From an optimization exercise on the open Yosys and OpenROAD flow, aimed at small area, a short achievable clock period and few clock cycles; shortcuts taken in it are not production practice. Function was checked by simulation only, so behaviour that the tests miss may differ from the original. Power is estimated from default activity; no workload was simulated.

Setup of exp/sierra:
==> flow/design.v (excerpt) <==
module word_length_histogram (
  input  logic                     clk,
  input  logic                     rst,
  input  logic                     start,
  input  wlh_pkg::in_item_t        cmd,
  output logic                     busy,
  input  logic                     cfg_wr_en,
  input  logic [wlh_pkg::BAR_W-1:0] cfg_wr_data,
  output logic                     result_strobe,
  output wlh_pkg::out_item_t       result
);
Size: ~3,600 cells after synthesis, ~31,000 sq um of cells after synthesis.
==> flow/config.mk <==
export PLATFORM = sky130hd
export DESIGN_NAME = word_length_histogram
export DESIGN_NICKNAME = word_length_histogram
export VERILOG_FILES = /design/flow/design.v
export SDC_FILE = /design/flow/constraint.sdc
export NUM_CORES = 4
export LEC_CHECK = 0
export ABC_AREA = 1
export CAP_MARGIN = 20
export CORE_MARGIN = 2
export CORE_UTILIZATION = 55
export CTS_CLUSTER_DIAMETER = 100
export CTS_CLUSTER_SIZE = 20
export PLACE_DENSITY = 0.8
export SETUP_SLACK_MARGIN = 4.3
export SLEW_MARGIN = 20
export TNS_END_PERCENT = 5
==> flow/constraint.sdc <==
create_clock -name core_clock -period 7.0 [get_ports {clk}]
set_input_delay 1.4000 -clock core_clock [delete_from_list [all_inputs] [get_ports {clk}]]
set_output_delay 1.4000 -clock core_clock [all_outputs]
set_load 0.01 [all_outputs]
standard.sh (not shown) runs the stock make flow with config.mk's settings and CLKGATE_MAP_FILE= SYNTH_SCRIPT=/design/flow/synth_recipe.tcl, a recipe that flattens the netlist after the stock synthesis.
==> flow/flow/run.sh <==
#!/bin/bash
# Standard layout, with two changes to how it is made: the port buffers are
# buf_4 cells instead of the default pick, and timing repair may resize a
# cell into any footprint. Everything else is the standard.sh.
set -euo pipefail
bash standard.sh MATCH_CELL_FOOTPRINT=0 "BUFFER_PORTS_ARGS=-buffer_cell sky130_fd_sc_hd__buf_4" finish > standard_flow.log 2>&1
Testbench counts of exp/sierra, summed over its fixed seeds: cycles 35,346.
--- input diff exp/sierra..exp/amber ---
-- flow/config.mk --
<<< exp/sierra, line 10
export CORE_MARGIN = 2
export CORE_UTILIZATION = 55
export CTS_CLUSTER_DIAMETER = 100
export CTS_CLUSTER_SIZE = 20
export PLACE_DENSITY = 0.8
export SETUP_SLACK_MARGIN = 4.3
export SLEW_MARGIN = 20
>>> exp/amber, line 10
export CORE_MARGIN = 2
export CORE_UTILIZATION = 60
export CTS_CLUSTER_DIAMETER = 100
export CTS_CLUSTER_SIZE = 20
export PLACE_DENSITY = 0.85
export SETUP_SLACK_MARGIN = 4.5
export SLEW_MARGIN = 20
==> comparison <==
exp/amber went all the way through synthesis, placement and routing and the layout is clean on timing, DRC and antenna.
Going from exp/sierra to exp/amber, fraction of power consumed by combinational cells grows by 1.4 points.
Cmp exp/amber and exp/sierra / clock-buffer cell count / lower: exp/amber
Taking exp/sierra as the reference, in exp/amber cell count after synthesis closely matched the old numbers, maximum frequency increased by about 1.5% relative to the old numbers.
What exp/ember does differently from exp/amber at the input level:
-- flow/config.mk --
<<< exp/amber, line 10
export CORE_MARGIN = 2
export CORE_UTILIZATION = 60
export CTS_CLUSTER_DIAMETER = 100
export CTS_CLUSTER_SIZE = 20
export PLACE_DENSITY = 0.85
export SETUP_SLACK_MARGIN = 4.5
export SLEW_MARGIN = 20
>>> exp/ember, line 10
export CORE_MARGIN = 2
export CORE_UTILIZATION = 55
export PLACE_DENSITY = 0.8
export SETUP_SLACK_MARGIN = 4.8
export SLEW_MARGIN = 20
--- outcome ---
In exp/ember the final weighted congestion in routability-driven placement turned out 0.036 lower than in exp/amber. The start point of the critical path comes out raddr[0]$_SDFF_PP1_ in one run and hb$_DFF_P_ in the other, namely in exp/amber and exp/ember respectively. Compared with exp/amber, exp/ember shows post-CTS resize count that has gone up by a little under 10%. Compared with exp/amber, exp/ember shows global-route wire length before repair that has gone up slightly. Final cell count without fillers: exp/ember higher than exp/amber. Lower portion of the clock cycle consumed by the worst path in the final layout goes to exp/ember over exp/amber. exp/ember -> exp/amber: setup total negative slack delta 0, exact match.

---

Setup of run a:
Starting RTL as in the previous note.
// word_length_histogram
module word_length_histogram (
  input  logic                     clk,
  input  logic                     rst,
  input  logic                     start,
  input  wlh_pkg::in_item_t        cmd,
  output logic                     busy,
  input  logic                     cfg_wr_en,
  input  logic [wlh_pkg::BAR_W-1:0] cfg_wr_data,
  output logic                     result_strobe,
  output wlh_pkg::out_item_t       result
);
export LEC_CHECK = 0
export ABC_AREA = 1
export CAP_MARGIN = 20
export CORE_MARGIN = 2
export CORE_UTILIZATION = 40
export PLACE_DENSITY = 0.8
export SETUP_SLACK_MARGIN = 4.5
export SLEW_MARGIN = 20
export TNS_END_PERCENT = 5
create_clock -name core_clock -period 7.0 [get_ports {clk}]
Scripts as last shown in full above: flow/flow/run.sh
Run a finished end to end and its layout was clean on timing, DRC and antenna.
Testbench counts of run a, summed over its fixed seeds: cycles 35,346.
Changes in run b relative to run a:
Settings: setting CTS_CLUSTER_SIZE to 26 for the first time; setting CTS_CLUSTER_DIAMETER to 120 for the first time; changing CORE_UTILIZATION from 40 to 55.
- The number of clock buffers inserted by TritonCTS number comes out higher for run a vs run b.
- Run a has a lower routed length on met3 than run b.
- Comparing run b against run a, there is no change at all in number of I/O port buffers.
- Compared with run a, run b shows worst hold slack lower by 0.0034 ns.
- For the total chip power, run b came in about 8% lower than run a did.
- Run a -> run b: number of maximum-capacitance constraint violations delta 0, exact match
- Going from run a to run b, the post-route worst setup slack was found to have gone up by 0.087 ns.
- Slowest cell on the critical path = sky130_fd_sc_hd__dfxtp_2: run a; slowest cell on the critical path = sky130_fd_sc_hd__edfxtp_1: run b

[static timing again, ports no longer ideal]
How much do the figures lean on ideal ports? The routed layouts below were timed once more, with nothing changed but the port constraints.
Step 1 sets driving cells, clkbuf_16 on the clock port and buf_2 on the other inputs (assumed; they add their load-dependent delay and slew).
Step 2, shift: input delay + t, output delay - t, t = (earliest + latest rising clock arrival at the registers) / 2. This alone moves slack from input paths to output paths.
Three values: ideal ports, drivers, drivers and shift; two values: the first two.
run	t (ns)	setup WS [ns]	worst setup path after step 2	pins driven straight from the clock port
exp/sierra	0.645	4.192 / 4.132 / 3.782	input to register	1
exp/amber	0.660	4.234 / 4.234 / 3.728	input to register	1
exp/ember	0.680	4.281 / 4.281 / 3.665	input to register	1
run a	0.712	4.228 / 4.198 / 3.825	input to register	1
run b	0.666	4.315 / 4.257 / 3.800	input to register	1
After both steps setup and hold are still met in every run listed. For exp/ember, which loses most, drivers alone change the setup slack by 0.000 ns; drivers and shift together by -0.616 ns.
